Context: an optimization exercise on an open-source flow, tuned for small area. The choices shown serve that exercise and are no tape-out recipe.

==> inputs of umber <==
==> flow/design.v (excerpt) <==
module random_map_writer (
    input  logic        clk,
    input  logic        rst,
    input  logic        start,
    input  logic [15:0] seed,
    input  logic [4:0]  density,
    input  logic [4:0]  rd_x,
    input  logic [4:0]  rd_y,
    output logic        rd_occ,
    output logic        busy,
    output logic        done,
    output logic [9:0]  occ_count
);
    logic [9:0]  idx;
    logic [15:0] lfsr;
    logic [4:0]  dcur, dprev;
    logic        start_accept, cell_bit, row_start, seed_zero;
    logic [15:0] cp0;
    logic [15:0] cp1;
    logic [15:0] cp2;
    logic [15:0] pend;   
    assign start_accept = !busy && !done && start;
    assign cell_bit     = dcur[4] || (lfsr[3:0] < dcur[3:0]);
    assign row_start    = (idx[4:0] == 5'd0) && (idx[7:5] == '0);
    assign seed_zero    = (seed == 16'h0000);
    always_ff @(posedge clk) begin
        if (rst) begin
            busy      <= 1'b0;
            done      <= 1'b0;
            idx       <= '0;
            dcur      <= '0;
            dprev     <= '0;
            occ_count <= '0;
        end else if (start_accept) begin
            busy      <= 1'b1;
            idx       <= '0;
            dprev     <= dcur;
            dcur      <= (density > 5'd16) ? 5'd16 : density;
            occ_count <= '0;
        end else if (busy) begin
            idx       <= idx + 1'b1;
            occ_count <= occ_count + 10'(cell_bit);
            if (idx == 10'd767) begin
                busy <= 1'b0;
                done <= 1'b1;
            end
        end else begin
            done <= 1'b0;
        end
    end
    always_ff @(posedge clk) begin
        if (busy)
            lfsr <= {lfsr[14:0], lfsr[15] ^ lfsr[13] ^ lfsr[12] ^ lfsr[10]};
        else
            lfsr <= seed | (seed_zero ? 16'hACE1 : 16'h0000);
    end
    logic [4:0] prow;
    logic [9:0] idxm1;
    assign idxm1 = idx - 1'b1;
    assign prow  = idxm1[9:5] / 5'd8;
    always_ff @(posedge clk) begin
        if (busy && row_start)
            pend <= lfsr;
  ...
Settings: LEC_CHECK=0, CAP_MARGIN=20, CORE_MARGIN=2, CORE_UTILIZATION=40, GPL_TIMING_DRIVEN=0, SLEW_MARGIN=20; clock period 5.0 ns.
run.sh (not shown) runs the stock make flow with config.mk's settings and CLKGATE_MAP_FILE= SYNTH_SCRIPT=/design/flow/synth_recipe.tcl, a recipe that flattens the netlist after the stock synthesis.
==> garnet: changes against umber <==
--- a/flow/design.v
+++ b/flow/design.v
@@ -106,47 +106,58 @@
     assign v0_j128[11] = base[0] ^ base[1] ^ base[4] ^ base[7] ^ base[9] ^ base[14] ^ base[15];
     assign v0_j128[12] = base[0] ^ base[1] ^ base[2] ^ base[5] ^ base[8] ^ base[10] ^ base[11] ^ base[13] ^ base[14] ^ base[15];
     assign v0_j128[13] = base[0] ^ base[1] ^ base[2] ^ base[3] ^ base[6] ^ base[9] ^ base[12] ^ base[13] ^ base[15];
     assign v0_j128[14] = base[0] ^ base[1] ^ base[2] ^ base[3] ^ base[4] ^ base[7] ^ base[10] ^ base[11];
     assign v0_j128[15] = base[1] ^ base[2] ^ base[3] ^ base[4] ^ base[5] ^ base[8] ^ base[11] ^ base[12];
+    logic [15:0] v0_j64;
+    assign v0_j64[0] = base[0] ^ base[1] ^ base[3] ^ base[4] ^ base[5] ^ base[10] ^ base[13] ^ base[15];
+    assign v0_j64[1] = base[0] ^ base[1] ^ base[2] ^ base[4] ^ base[5] ^ base[6] ^ base[13];
+    assign v0_j64[2] = base[1] ^ base[2] ^ base[3] ^ base[5] ^ base[6] ^ base[7] ^ base[14];
+    assign v0_j64[3] = base[2] ^ base[3] ^ base[4] ^ base[6] ^ base[7] ^ base[8] ^ base[15];
+    assign v0_j64[4] = base[0] ^ base[3] ^ base[4] ^ base[5] ^ base[7] ^ base[8] ^ base[9] ^ base[11] ^ base[13] ^ base[14];
+    assign v0_j64[5] = base[1] ^ base[4] ^ base[5] ^ base[6] ^ base[8] ^ base[9] ^ base[10] ^ base[12] ^ base[14] ^ base[15];
+    assign v0_j64[6] = base[0] ^ base[2] ^ base[5] ^ base[6] ^ base[7] ^ base[9] ^ base[10] ^ base[14] ^ base[15];
+    assign v0_j64[7] = base[0] ^ base[1] ^ base[3] ^ base[6] ^ base[7] ^ base[8] ^ base[10] ^ base[13] ^ base[14] ^ base[15];
+    assign v0_j64[8] = base[0] ^ base[1] ^ base[2] ^ base[4] ^ base[7] ^ base[8] ^ base[9] ^ base[13] ^ base[15];
+    assign v0_j64[9] = base[0] ^ base[1] ^ base[2] ^ base[3] ^ base[5] ^ base[8] ^ base[9] ^ base[10] ^ base[11] ^ base[13];
+    assign v0_j64[10] = base[1] ^ base[2] ^ base[3] ^ base[4] ^ base[6] ^ base[9] ^ base[10] ^ base[11] ^ base[12] ^ base[14];
+    assign v0_j64[11] = base[2] ^ base[3] ^ base[4] ^ base[5] ^ base[7] ^ base[10] ^ base[11] ^ base[12] ^ base[13] ^ base[15];
+    assign v0_j64[12] = base[0] ^ base[3] ^ base[4] ^ base[5] ^ base[6] ^ base[8] ^ base[12];
+    assign v0_j64[13] = base[1] ^ base[4] ^ base[5] ^ base[6] ^ base[7] ^ base[9] ^ base[13];
+    assign v0_j64[14] = base[2] ^ base[5] ^ base[6] ^ base[7] ^ base[8] ^ base[10] ^ base[14];
+    assign v0_j64[15] = base[3] ^ base[6] ^ base[7] ^ base[8] ^ base[9] ^ base[11] ^ base[15];
+    logic [15:0] v0_j192;
+    assign v0_j192[0] = base[2] ^ base[3] ^ base[4] ^ base[7] ^ base[8] ^ base[12] ^ base[13] ^ base[14];
+    assign v0_j192[1] = base[3] ^ base[4] ^ base[5] ^ base[8] ^ base[9] ^ base[13] ^ base[14] ^ base[15];
+    assign v0_j192[2] = base[0] ^ base[4] ^ base[5] ^ base[6] ^ base[9] ^ base[10] ^ base[11] ^ base[13] ^ base[15];
+    assign v0_j192[3] = base[0] ^ base[1] ^ base[5] ^ base[6] ^ base[7] ^ base[10] ^ base[12] ^ base[13];
+    assign v0_j192[4] = base[1] ^ base[2] ^ base[6] ^ base[7] ^ base[8] ^ base[11] ^ base[13] ^ base[14];
+    assign v0_j192[5] = base[2] ^ base[3] ^ base[7] ^ base[8] ^ base[9] ^ base[12] ^ base[14] ^ base[15];
+    assign v0_j192[6] = base[0] ^ base[3] ^ base[4] ^ base[8] ^ base[9] ^ base[10] ^ base[11] ^ base[14] ^ base[15];
+    assign v0_j192[7] = base[0] ^ base[1] ^ base[4] ^ base[5] ^ base[9] ^ base[10] ^ base[12] ^ base[13] ^ base[14] ^ base[15];
+    assign v0_j192[8] = base[0] ^ base[1] ^ base[2] ^ base[5] ^ base[6] ^ base[10] ^ base[15];
+    assign v0_j192[9] = base[0] ^ base[1] ^ base[2] ^ base[3] ^ base[6] ^ base[7] ^ base[13] ^ base[14];
+    assign v0_j192[10] = base[1] ^ base[2] ^ base[3] ^ base[4] ^ base[7] ^ base[8] ^ base[14] ^ base[15];
+    assign v0_j192[11] = base[0] ^ base[2] ^ base[3] ^ base[4] ^ base[5] ^ base[8] ^ base[9] ^ base[11] ^ base[13] ^ base[14] ^ base[15];
+    assign v0_j192[12] = base[0] ^ base[1] ^ base[3] ^ base[4] ^ base[5] ^ base[6] ^ base[9] ^ base[10] ^ base[11] ^ base[12] ^ base[13] ^ base[15];
+    assign v0_j192[13] = base[0] ^ base[1] ^ base[2] ^ base[4] ^ base[5] ^ base[6] ^ base[7] ^ base[10] ^ base[12];
+    assign v0_j192[14] = base[1] ^ base[2] ^ base[3] ^ base[5] ^ base[6] ^ base[7] ^ base[8] ^ base[11] ^ base[13];
+    assign v0_j192[15] = base[2] ^ base[3] ^ base[4] ^ base[6] ^ base[7] ^ base[8] ^ base[9] ^ base[12] ^ base[14];
     always_comb begin
-        case ({ohi[2]})
-            1'd0: v0 = base;
-            1'd1: v0 = v0_j128;
+        case ({ohi[1], ohi[2]})
+            2'd0: v0 = base;
+            2'd1: v0 = v0_j128;
+            2'd2: v0 = v0_j64;
+            2'd3: v0 = v0_j192;
             default: v0 = base;
-        endcase
-    end
-    logic [15:0] v1;
-    logic [15:0] v1_j64;
-    assign v1_j64[0] = v0[0] ^ v0[1] ^ v0[3] ^ v0[4] ^ v0[5] ^ v0[10] ^ v0[13] ^ v0[15];
-    assign v1_j64[1] = v0[0] ^ v0[1] ^ v0[2] ^ v0[4] ^ v0[5] ^ v0[6] ^ v0[13];
-    assign v1_j64[2] = v0[1] ^ v0[2] ^ v0[3] ^ v0[5] ^ v0[6] ^ v0[7] ^ v0[14];
-    assign v1_j64[3] = v0[2] ^ v0[3] ^ v0[4] ^ v0[6] ^ v0[7] ^ v0[8] ^ v0[15];
-    assign v1_j64[4] = v0[0] ^ v0[3] ^ v0[4] ^ v0[5] ^ v0[7] ^ v0[8] ^ v0[9] ^ v0[11] ^ v0[13] ^ v0[14];
-    assign v1_j64[5] = v0[1] ^ v0[4] ^ v0[5] ^ v0[6] ^ v0[8] ^ v0[9] ^ v0[10] ^ v0[12] ^ v0[14] ^ v0[15];
-    assign v1_j64[6] = v0[0] ^ v0[2] ^ v0[5] ^ v0[6] ^ v0[7] ^ v0[9] ^ v0[10] ^ v0[14] ^ v0[15];
-    assign v1_j64[7] = v0[0] ^ v0[1] ^ v0[3] ^ v0[6] ^ v0[7] ^ v0[8] ^ v0[10] ^ v0[13] ^ v0[14] ^ v0[15];
-    assign v1_j64[8] = v0[0] ^ v0[1] ^ v0[2] ^ v0[4] ^ v0[7] ^ v0[8] ^ v0[9] ^ v0[13] ^ v0[15];
-    assign v1_j64[9] = v0[0] ^ v0[1] ^ v0[2] ^ v0[3] ^ v0[5] ^ v0[8] ^ v0[9] ^ v0[10] ^ v0[11] ^ v0[13];
-    assign v1_j64[10] = v0[1] ^ v0[2] ^ v0[3] ^ v0[4] ^ v0[6] ^ v0[9] ^ v0[10] ^ v0[11] ^ v0[12] ^ v0[14];
-    assign v1_j64[11] = v0[2] ^ v0[3] ^ v0[4] ^ v0[5] ^ v0[7] ^ v0[10] ^ v0[11] ^ v0[12] ^ v0[13] ^ v0[15];
-    assign v1_j64[12] = v0[0] ^ v0[3] ^ v0[4] ^ v0[5] ^ v0[6] ^ v0[8] ^ v0[12];
-    assign v1_j64[13] = v0[1] ^ v0[4] ^ v0[5] ^ v0[6] ^ v0[7] ^ v0[9] ^ v0[13];
-    assign v1_j64[14] = v0[2] ^ v0[5] ^ v0[6] ^ v0[7] ^ v0[8] ^ v0[10] ^ v0[14];
-    assign v1_j64[15] = v0[3] ^ v0[6] ^ v0[7] ^ v0[8] ^ v0[9] ^ v0[11] ^ v0[15];
-    always_comb begin
-        case ({ohi[1]})
-            1'd0: v1 = v0;
-            1'd1: v1 = v1_j64;
-            default: v1 = v0;
         endcase
     end
     logic [15:0] pv;
     logic [4:0]  pohi, px;
     logic        psel, pen;
     always_ff @(posedge clk) begin
-        pv   <= v1;
+        pv   <= v0;
         pohi <= ohi;
         px   <= rd_x;
         psel <= cur && !start_accept;
         pen  <= valid && !rst;
     end
GPL_TIMING_DRIVEN = unset   (was 0)
==> qor summary <==
item                                                                        garnet                       umber
Status                                                              finished clean  complete, but fails checks
Reasons for failing layout checks                                                -                setup timing
Final-layout clock-cell area share                                           3.63%                       3.69%
Area enclosed by the die boundary                                        35600 µm²                   31000 µm²
Starting utilization of the core area                                        40.6%                       40.3%
Pin count of the biggest net entering global routing                            51                          18
Detailed-route wire length on metal 1                                      18.2 mm                     15.6 mm
Source-to-sink clock delay at the later pin of the worst-skew pair         0.44 ns                     0.42 ns
Worst Hold Margin                                                         0.427 ns                    0.437 ns
Violation count after the first detailed-route iteration                       949                         771
Post-CTS Repair Setup Buffers                                                    0                          24
Reg area                                                                  3400 µm²                    3380 µm²
Fraction of final layout cells sized beyond drive strength 1                 18.0%                       26.8%
Final setup vio count                                                            0                           1
Count of filler cells inserted in the layout                                  3103                        2533
Detail Route met3 WL                                                       3.12 mm                     2.10 mm
Via density per instance                                                      5.55                        5.41
Routed Wire Length                                                         41.7 mm                     35.5 mm
Post-Route Skew                                                          0.0284 ns                   0.0148 ns
Critical path peak fanout                                                        4                           3
Overall global routing resource usage                                        23.3%                       22.7%
Synthesized-area fraction occupied by adder cells                            1.47%                       1.86%
XOR/XNOR share of the synthesized area                                       35.8%                       31.1%
No functional check of the RTL was part of any run of this note.

-- re-timing with driven ports --
Ports are ideal in the flow. The routed layouts listed here were re-timed in OpenROAD. Step 1, drivers: a clkbuf_16 drives clk and a buf_2 each remaining input, both assumed. Step 2, shift: input delay + t, output delay - t, t = (earliest + latest rising clock arrival at the registers) / 2. This alone moves slack from input paths to output paths. Three values: ideal, step 1, step 2; two values: the first two.
| run | t, ns | setup slack, ns | hold slack, ns | worst setup path at the end | worst register clock-pin slew, ns |
|---|---|---|---|---|---|
| umber | 0.468 | -0.027 / -0.078 / -0.322 | 0.437 / 0.437 / 0.437 | input to register | 0.07 / 0.07 |
| garnet | 0.468 | 0.073 / 0.028 / 0.386 | 0.427 / 0.427 / 0.427 | input to register | 0.08 / 0.08 |
The setup slack of umber, which loses most, moves by -0.051 ns with the drivers and by -0.295 ns with both steps.
